Context: an optimization exercise on an open-source flow, tuned for small area, a short achievable clock period and few clock cycles. The choices shown serve that exercise and are no tape-out recipe.
Only simulation tests tie the RTL to the original design; equivalence was not proved.
The flow treats the clock pin as an ideal source, which a real chip does not have.
No activity file was given, so power comes from the tool's default toggle rates.

==> harbor <==
==> flow/design.v (excerpt) <==
module axi_lite_multi_channel_stream_bridge #(
  parameter int NUM_CHANNELS = 4,
  parameter int WORD_WIDTH   = 32,
  parameter int FIFO_DEPTH   = 8,
  parameter int ADDR_WIDTH   = 8
) (
  input  logic                               S_AXI_ACLK,
  input  logic                               S_AXI_ARESETN,
  input  logic [ADDR_WIDTH-1:0]              s_axi_awaddr,
  input  logic [2:0]                         s_axi_awprot,
  input  logic                               s_axi_awvalid,
  output logic                               s_axi_awready,
  input  logic [31:0]                        s_axi_wdata,
  input  logic [3:0]                         s_axi_wstrb,
  input  logic                               s_axi_wvalid,
  output logic                               s_axi_wready,
  output logic [1:0]                         s_axi_bresp,
  output logic                               s_axi_bvalid,
  input  logic                               s_axi_bready,
  input  logic [ADDR_WIDTH-1:0]              s_axi_araddr,
  input  logic [2:0]                         s_axi_arprot,
  input  logic                               s_axi_arvalid,
  output logic                               s_axi_arready,
  output logic [31:0]                        s_axi_rdata,
  output logic [1:0]                         s_axi_rresp,
  output logic                               s_axi_rvalid,
  input  logic                               s_axi_rready,
  output logic [NUM_CHANNELS*WORD_WIDTH-1:0] tx_data,
  output logic [NUM_CHANNELS-1:0]            tx_valid,
  input  logic [NUM_CHANNELS-1:0]            tx_ready,
  input  logic [NUM_CHANNELS*WORD_WIDTH-1:0] rx_data,
  input  logic [NUM_CHANNELS-1:0]            rx_valid,
  output logic [NUM_CHANNELS-1:0]            rx_ready,
  output logic                               array_enable,
  input  logic                               array_halted
);
export LEC_CHECK = 0
export CAP_MARGIN = 20
export CORE_MARGIN = 2
export CORE_UTILIZATION = 70
export CTS_CLUSTER_DIAMETER = 80
export CTS_CLUSTER_SIZE = 25
export PLACE_DENSITY = 0.8
export SETUP_SLACK_MARGIN = 2.7
export SLEW_MARGIN = 20
export CTS_ARGS = -sink_clustering_enable -repair_clock_nets -dont_use_dummy_load -sink_clustering_size 25 -sink_clustering_max_diameter 80
export BUFFER_PORTS_ARGS = -buffer_cell sky130_fd_sc_hd__buf_2
export POST_CTS_TCL = /design/flow/flow/split_root.tcl
create_clock -name core_clock -period 5.0 [get_ports {S_AXI_ACLK}]
standard.sh (not shown) runs the stock make flow with config.mk's settings and CLKGATE_MAP_FILE= SYNTH_SCRIPT=/design/flow/synth_recipe.tcl, a recipe that flattens the netlist after the stock synthesis.
==> flow/flow/run.sh <==
#!/bin/bash
# Own layout flow: the standard ORFS flow (standard.sh, unchanged synthesis)
# with these placement/CTS changes:
#  - after CTS (POST_CTS hook, flow/split_root.tcl) the single root buffer is
#    replaced by four, each driven by the clock port and feeding a quarter of
#    the second-level clock buffers (shorter insertion delay for every flop);
#  - ports buffered with buf_2 instead of the default delay-cell buffer.
# Every tool's output goes to logs in this folder (standard_flow.log, orfs/logs).
set -euo pipefail
here=$(pwd)
cat >> config.mk <<EOC
export CTS_ARGS = -sink_clustering_enable -repair_clock_nets -dont_use_dummy_load -sink_clustering_size 25 -sink_clustering_max_diameter 80
export BUFFER_PORTS_ARGS = -buffer_cell sky130_fd_sc_hd__buf_2
export POST_CTS_TCL = $here/flow/split_root.tcl
EOC
bash standard.sh > standard_flow.log 2>&1
==> flow/flow/split_root.tcl <==
set block [ord::get_db_block]
set port_net [$block findNet S_AXI_ACLK]
set root ""
foreach it [$port_net getITerms] {
  if {[$it isInputSignal]} { lappend root [$it getInst] }
}
if {[llength $root] != 1} {
  puts "split_root: clock port drives [llength $root] cells, leaving the tree as it is"
  return
}
set root [lindex $root 0]
set master [$root getMaster]
set rnet [[$root findITerm X] getNet]
set loads {}
foreach it [$rnet getITerms] {
  if {[$it isInputSignal]} { lappend loads $it }
}
set n [llength $loads]
puts "split_root: root [$root getName] drives $n clock buffers"
if {$n < 4} { return }
# order the loads by angle around their centroid, then cut into 4 runs
set sx 0; set sy 0
foreach it $loads {
  set b [[$it getInst] getBBox]
  set sx [expr {$sx + ([$b xMin] + [$b xMax]) / 2.0}]
  set sy [expr {$sy + ([$b yMin] + [$b yMax]) / 2.0}]
}
set cx [expr {$sx / $n}]; set cy [expr {$sy / $n}]
set keyed {}
foreach it $loads {
  set b [[$it getInst] getBBox]
  set x [expr {([$b xMin] + [$b xMax]) / 2.0}]
  set y [expr {([$b yMin] + [$b yMax]) / 2.0}]
  lappend keyed [list [expr {atan2($y - $cy, $x - $cx)}] $it $x $y]
}
set keyed [lsort -real -index 0 $keyed]
set groups {{} {} {} {}}
for {set i 0} {$i < $n} {incr i} {
  set g [expr {($i * 4) / $n}]
  lset groups $g [concat [lindex $groups $g] [list [lrange [lindex $keyed $i] 1 3]]]
}
$root setPlacementStatus NONE
for {set g 0} {$g < 4} {incr g} {
  set grp [lindex $groups $g]
  set inst [odb::dbInst_create $block $master "clkroot_${g}_S_AXI_ACLK"]
  set net [odb::dbNet_create $block "clknet_root_${g}_S_AXI_ACLK"]
  $net setSigType CLOCK
  [$inst findITerm A] connect $port_net
  [$inst findITerm X] connect $net
  set gx 0; set gy 0
  foreach e $grp {
    set it [lindex $e 0]
    $it disconnect
    $it connect $net
    set gx [expr {$gx + [lindex $e 1]}]
    set gy [expr {$gy + [lindex $e 2]}]
  }
  set k [llength $grp]
  $inst setLocation [expr {int($gx / $k)}] [expr {int($gy / $k)}]
  $inst setPlacementStatus PLACED
  $inst setSourceType TIMING
  puts "split_root: clkroot_$g drives $k clock buffers"
}
odb::dbInst_destroy $root
odb::dbNet_destroy $rnet
detailed_placement
check_placement
==> amber (differences from harbor) <==
--- a/flow/design.v
+++ b/flow/design.v
@@ -60,54 +60,12 @@
       hv_q   <= hv_d;
       room_q <= !(hv_d && occ_d[6]);
     end
   end
   assign head = head_q;
   assign hv   = hv_q;
-  assign room = room_q;
-endmodule
-module axil_bridge_rxfifo #(
-  parameter int W = 32
-) (
-  input  logic         clk,
-  input  logic         clr,       
-  input  logic         push,      
-  input  logic         pop,       
-  input  logic [W-1:0] din,
-  output logic [W-1:0] head,
-  output logic         hv,        
-  output logic         room       
-);
-  logic [W-1:0] mem_q [8];
-  logic [2:0]   wp_q, rp_q;
-  logic [7:0]   occ_q, occ_d;
-  logic         pop_e, room_q;
-  assign pop_e = pop && occ_q[0];
-  always_comb begin
-    occ_d = occ_q;
-    if (push && !pop_e) occ_d = {occ_q[6:0], 1'b1};
-    if (pop_e && !push) occ_d = {1'b0, occ_q[7:1]};
-  end
-  always_ff @(posedge clk) begin
-    if (!occ_q[7]) mem_q[wp_q] <= din;
-  end
-  always_ff @(posedge clk) begin
-    if (clr) begin
-      wp_q  <= '0;
-      rp_q  <= '0;
-      occ_q  <= '0;
-      room_q <= 1'b1;
-    end else begin
-      if (push)  wp_q <= wp_q + 3'd1;
-      if (pop_e) rp_q <= rp_q + 3'd1;
-      occ_q  <= occ_d;
-      room_q <= !occ_d[7];
-    end
-  end
-  assign head = mem_q[rp_q];
-  assign hv   = occ_q[0];
   assign room = room_q;
 endmodule
 module axi_lite_multi_channel_stream_bridge #(
   parameter int NUM_CHANNELS = 4,
   parameter int WORD_WIDTH   = 32,
   parameter int FIFO_DEPTH   = 8,
@@ -223,13 +181,13 @@
         .pop (tx_ready[c]),
         .din (wdata_q[WORD_WIDTH-1:0]),
         .head(tx_data[c*WORD_WIDTH +: WORD_WIDTH]),
         .hv  (tx_hv[c]),
         .room(tx_room[c])
       );
-      axil_bridge_rxfifo #(.W(WORD_WIDTH)) u_rx (
+      axil_bridge_fifo #(.W(WORD_WIDTH)) u_rx (
         .clk (S_AXI_ACLK),
         .clr (rst || flush),
         .push(rx_valid[c] && rx_room[c]),
         .pop (rxpop_q[c]),
         .din (rx_data[c*WORD_WIDTH +: WORD_WIDTH]),
         .head(rx_head[c]),
@@ -244,39 +202,34 @@
   logic [1:0]  rresp_q, rresp_d;
   logic [31:0] rdata_q, rdata_d;
   logic [5:0]  ridx;
   logic        ar_hs;
   assign ar_hs = s_axi_arvalid && arready_q;
   assign ridx  = s_axi_araddr[7:2];
-  always_comb begin
-    rresp_d = RESP_DECERR;
-    rdata_d = '0;
-    rxpop_d = '0;
-    if (ridx[3:2] == 2'b00) begin
-      case (ridx[5:4])
-        2'b00: begin
-          rresp_d = RESP_OKAY;
-          case (ridx[1:0])
-            2'd0:    rdata_d[0] = enable_q;
-            2'd1:    rdata_d[2:0] = {|rx_hv, |tx_hv, array_halted};
-            2'd2:    rdata_d[NUM_CHANNELS-1:0] = ~tx_room;
-            default: rdata_d[NUM_CHANNELS-1:0] = ~rx_hv;
-          endcase
-        end
-        2'b01: rresp_d = RESP_OKAY;
-        2'b10: begin
-          rresp_d = rx_hv[ridx[1:0]] ? RESP_OKAY : RESP_SLVERR;
-          for (int c = 0; c < NUM_CHANNELS; c++)
-            if (ridx[1:0] == 2'(c) && rx_hv[c]) begin
-              rdata_d    = rx_head[c];
-              rxpop_d[c] = ar_hs;
-            end
-        end
-        default: rresp_d = RESP_DECERR;
-      endcase
-    end
+  logic [31:0] rx_word, st_word;
+  logic        rd_rx, rd_rx_ok, rd_st;
+  assign rx_word  = rx_head[ridx[1:0]];
+  assign rd_rx    = (ridx[5:2] == 4'b1000);
+  assign rd_rx_ok = rd_rx && rx_hv[ridx[1:0]];
+  assign rd_st    = (ridx[5:2] == 4'b0000);
+  always_comb begin
+    st_word = '0;
+    case (ridx[1:0])
+      2'd0:    st_word[0] = enable_q;
+      2'd1:    st_word[2:0] = {|rx_hv, |tx_hv, array_halted};
+      2'd2:    st_word[NUM_CHANNELS-1:0] = ~tx_room;
+      default: st_word[NUM_CHANNELS-1:0] = ~rx_hv;
+    endcase
+  end
+  always_comb begin
+    rdata_d = ({32{rd_rx_ok}} & rx_word) | ({32{rd_st}} & st_word);
+    if (rd_st || ridx[5:2] == 4'b0100) rresp_d = RESP_OKAY;
+    else if (rd_rx)                    rresp_d = rd_rx_ok ? RESP_OKAY : RESP_SLVERR;
+    else                               rresp_d = RESP_DECERR;
+    for (int c = 0; c < NUM_CHANNELS; c++)
+      rxpop_d[c] = ar_hs && rd_rx_ok && (ridx[1:0] == 2'(c));
   end
   always_ff @(posedge S_AXI_ACLK) begin
     if (rst) begin
       arready_q <= 1'b1;
       rvalid_q  <= 1'b0;
       rxpop_q   <= '0;
@@ -290,14 +243,16 @@
         rvalid_q  <= 1'b0;
         arready_q <= 1'b1;
       end
     end
   end
   always_ff @(posedge S_AXI_ACLK) begin
-    rdata_q <= ({32{arready_q}} & rdata_d) | ({32{!arready_q}} & rdata_q);
-    rresp_q <= ({2{arready_q}} & rresp_d) | ({2{!arready_q}} & rresp_q);
+    if (arready_q) begin
+      rdata_q <= rdata_d;
+      rresp_q <= rresp_d;
+    end
   end
   assign s_axi_arready = arready_q;
   assign s_axi_rvalid  = rvalid_q;
   assign s_axi_rresp   = rresp_q;
   assign s_axi_rdata   = rdata_q;
   logic unused;
- SETUP_SLACK_MARGIN: 2.7 -> 3.0
==> pepper (differences from harbor) <==
--- a/flow/design.v
+++ b/flow/design.v
@@ -60,54 +60,12 @@
       hv_q   <= hv_d;
       room_q <= !(hv_d && occ_d[6]);
     end
   end
   assign head = head_q;
   assign hv   = hv_q;
-  assign room = room_q;
-endmodule
-module axil_bridge_rxfifo #(
-  parameter int W = 32
-) (
-  input  logic         clk,
-  input  logic         clr,       
-  input  logic         push,      
-  input  logic         pop,       
-  input  logic [W-1:0] din,
-  output logic [W-1:0] head,
-  output logic         hv,        
-  output logic         room       
-);
-  logic [W-1:0] mem_q [8];
-  logic [2:0]   wp_q, rp_q;
-  logic [7:0]   occ_q, occ_d;
-  logic         pop_e, room_q;
-  assign pop_e = pop && occ_q[0];
-  always_comb begin
-    occ_d = occ_q;
-    if (push && !pop_e) occ_d = {occ_q[6:0], 1'b1};
-    if (pop_e && !push) occ_d = {1'b0, occ_q[7:1]};
-  end
-  always_ff @(posedge clk) begin
-    if (!occ_q[7]) mem_q[wp_q] <= din;
-  end
-  always_ff @(posedge clk) begin
-    if (clr) begin
-      wp_q  <= '0;
-      rp_q  <= '0;
-      occ_q  <= '0;
-      room_q <= 1'b1;
-    end else begin
-      if (push)  wp_q <= wp_q + 3'd1;
-      if (pop_e) rp_q <= rp_q + 3'd1;
-      occ_q  <= occ_d;
-      room_q <= !occ_d[7];
-    end
-  end
-  assign head = mem_q[rp_q];
-  assign hv   = occ_q[0];
   assign room = room_q;
 endmodule
 module axi_lite_multi_channel_stream_bridge #(
   parameter int NUM_CHANNELS = 4,
   parameter int WORD_WIDTH   = 32,
   parameter int FIFO_DEPTH   = 8,
@@ -223,13 +181,13 @@
         .pop (tx_ready[c]),
         .din (wdata_q[WORD_WIDTH-1:0]),
         .head(tx_data[c*WORD_WIDTH +: WORD_WIDTH]),
         .hv  (tx_hv[c]),
         .room(tx_room[c])
       );
-      axil_bridge_rxfifo #(.W(WORD_WIDTH)) u_rx (
+      axil_bridge_fifo #(.W(WORD_WIDTH)) u_rx (
         .clk (S_AXI_ACLK),
         .clr (rst || flush),
         .push(rx_valid[c] && rx_room[c]),
         .pop (rxpop_q[c]),
         .din (rx_data[c*WORD_WIDTH +: WORD_WIDTH]),
         .head(rx_head[c]),
==> flow/run.sh (new file) <==
#!/bin/bash
# synth_recipe.tcl (not shown) runs the flow's synth.tcl, then flattens the netlist and writes it again
# the make line also repeats each setting of config.mk as NAME=value (left out here)
make -C /OpenROAD-flow-scripts/flow DESIGN_CONFIG=/design/flow/config.mk WORK_HOME=/design/flow/orfs CLKGATE_MAP_FILE= SYNTH_SCRIPT=/design/flow/synth_recipe.tcl finish
- BUFFER_PORTS_ARGS: -buffer_cell sky130_fd_sc_hd__buf_2 -> unset
- CTS_ARGS: -sink_clustering_enable -repair_clock_nets -dont_use_dummy_load -sink_clustering_size 25 -sink_clustering_max_diameter 80 -> unset
- POST_CTS_TCL: /design/flow/flow/split_root.tcl -> unset
- SETUP_SLACK_MARGIN: 2.7 -> 3.0
removed: flow/flow/run.sh
removed: flow/flow/split_root.tcl
removed: flow/standard.sh
==> zinc (differences from harbor) <==
--- a/flow/design.v
+++ b/flow/design.v
@@ -60,54 +60,12 @@
       hv_q   <= hv_d;
       room_q <= !(hv_d && occ_d[6]);
     end
   end
   assign head = head_q;
   assign hv   = hv_q;
-  assign room = room_q;
-endmodule
-module axil_bridge_rxfifo #(
-  parameter int W = 32
-) (
-  input  logic         clk,
-  input  logic         clr,       
-  input  logic         push,      
-  input  logic         pop,       
-  input  logic [W-1:0] din,
-  output logic [W-1:0] head,
-  output logic         hv,        
-  output logic         room       
-);
-  logic [W-1:0] mem_q [8];
-  logic [2:0]   wp_q, rp_q;
-  logic [7:0]   occ_q, occ_d;
-  logic         pop_e, room_q;
-  assign pop_e = pop && occ_q[0];
-  always_comb begin
-    occ_d = occ_q;
-    if (push && !pop_e) occ_d = {occ_q[6:0], 1'b1};
-    if (pop_e && !push) occ_d = {1'b0, occ_q[7:1]};
-  end
-  always_ff @(posedge clk) begin
-    if (!occ_q[7]) mem_q[wp_q] <= din;
-  end
-  always_ff @(posedge clk) begin
-    if (clr) begin
-      wp_q  <= '0;
-      rp_q  <= '0;
-      occ_q  <= '0;
-      room_q <= 1'b1;
-    end else begin
-      if (push)  wp_q <= wp_q + 3'd1;
-      if (pop_e) rp_q <= rp_q + 3'd1;
-      occ_q  <= occ_d;
-      room_q <= !occ_d[7];
-    end
-  end
-  assign head = mem_q[rp_q];
-  assign hv   = occ_q[0];
   assign room = room_q;
 endmodule
 module axi_lite_multi_channel_stream_bridge #(
   parameter int NUM_CHANNELS = 4,
   parameter int WORD_WIDTH   = 32,
   parameter int FIFO_DEPTH   = 8,
@@ -223,13 +181,13 @@
         .pop (tx_ready[c]),
         .din (wdata_q[WORD_WIDTH-1:0]),
         .head(tx_data[c*WORD_WIDTH +: WORD_WIDTH]),
         .hv  (tx_hv[c]),
         .room(tx_room[c])
       );
-      axil_bridge_rxfifo #(.W(WORD_WIDTH)) u_rx (
+      axil_bridge_fifo #(.W(WORD_WIDTH)) u_rx (
         .clk (S_AXI_ACLK),
         .clr (rst || flush),
         .push(rx_valid[c] && rx_room[c]),
         .pop (rxpop_q[c]),
         .din (rx_data[c*WORD_WIDTH +: WORD_WIDTH]),
         .head(rx_head[c]),
- SETUP_SLACK_MARGIN: 2.7 -> 3.0
==> notes <==
The lowest fmax belongs to pepper, the highest to zinc. In amber the clock power is higher than in harbor, by about 0.9%. In zinc the cell count is lower than in pepper, by 0.79%. Between amber and zinc, the lower global-route usage is in amber (gap 0.64 points). Final area, lowest first: harbor, zinc, amber, pepper. Clock skew, lowest first: pepper, zinc, amber, harbor. amber finished with timing, DRC and antenna clean. pepper went through all stages and came out clean. harbor finished with timing, DRC and antenna clean. zinc passed the timing, DRC and antenna checks. Of pepper and amber, pepper has the higher core utilization (gap 1.7 points).
==> figures <==
quantity	pepper	zinc	harbor	amber
Worst-path maximum fanout	1	1	7	1
Maximum number of pins on one net before global-route repair	76	67	77	91
Part of the power in the clock network	29.7%	28.4%	27.9%	28.3%
Area taken by flip-flops and latches	0.0665 mm2	0.0665 mm2	0.0667 mm2	0.0665 mm2
Worst slew pin tran	1.08 ns	0.949 ns	1.20 ns	1.09 ns
Worst hold stages	1	1	2	2
Post-route insts no fill	7600	7540	6723	7665
Total design power	32.7 mW	31.9 mW	32.1 mW	31.9 mW
Clock insertion delay at the later pin of the skew report	0.73 ns	0.58 ns	0.59 ns	0.60 ns
Routed via count	53900	53100	45900	53900
Status	no timing/DRC/antenna violations	no timing/DRC/antenna violations	no timing/DRC/antenna violations	no timing/DRC/antenna violations
Number of placement rows	129	129	128	130
Global-route usage over all layers	36.2%	35.3%	31.8%	34.6%
Xor and xnor area share after synthesis	0%	0%	0.164%	0%
Routing usage on met1	47.8%	46.9%	43.2%	50.6%
Full die area	0.127 mm2	0.127 mm2	0.125 mm2	0.129 mm2
Testbench counts of harbor, summed over its fixed seeds: cycles 4,814.
Testbench counts of amber, summed over its fixed seeds: cycles 4,814.
Testbench counts of pepper, summed over its fixed seeds: cycles 4,814.
Testbench counts of zinc, summed over its fixed seeds: cycles 4,814.

==> afterwards: timing with drivers on the ports <==
How much do the figures lean on ideal ports? The routed layouts below were timed once more, with nothing changed but the port constraints.
Step 1 assumes that a clkbuf_16 drives the clock port and a buf_2 every other input.
Step 2, shift: input delay + t, output delay - t, t = (earliest + latest rising clock arrival at the registers) / 2. This alone moves slack from input paths to output paths.
a / b / c = no drivers / after step 1 / after step 2; a / b = the first two.
| run | t, ns | setup WS [ns] | worst hold slack (ns) | worst setup path at the end |
|---|---|---|---|---|
| harbor | 0.719 | 2.631 / 2.587 / 2.020 | 0.450 / 0.451 / 0.451 | input to register |
| amber | 0.738 | 2.678 / 2.513 / 2.188 | 0.486 / 0.466 / 0.486 | input to register |
| pepper | 0.801 | 2.495 / 2.414 / 2.116 | 0.517 / 0.517 / 0.517 | input to register |
| zinc | 0.730 | 2.706 / 2.544 / 2.116 | 0.497 / 0.452 / 0.497 | input to register |
After both steps setup and hold are still met in every run listed. For harbor, which loses most, drivers alone change the setup slack by -0.044 ns; drivers and shift together by -0.611 ns.
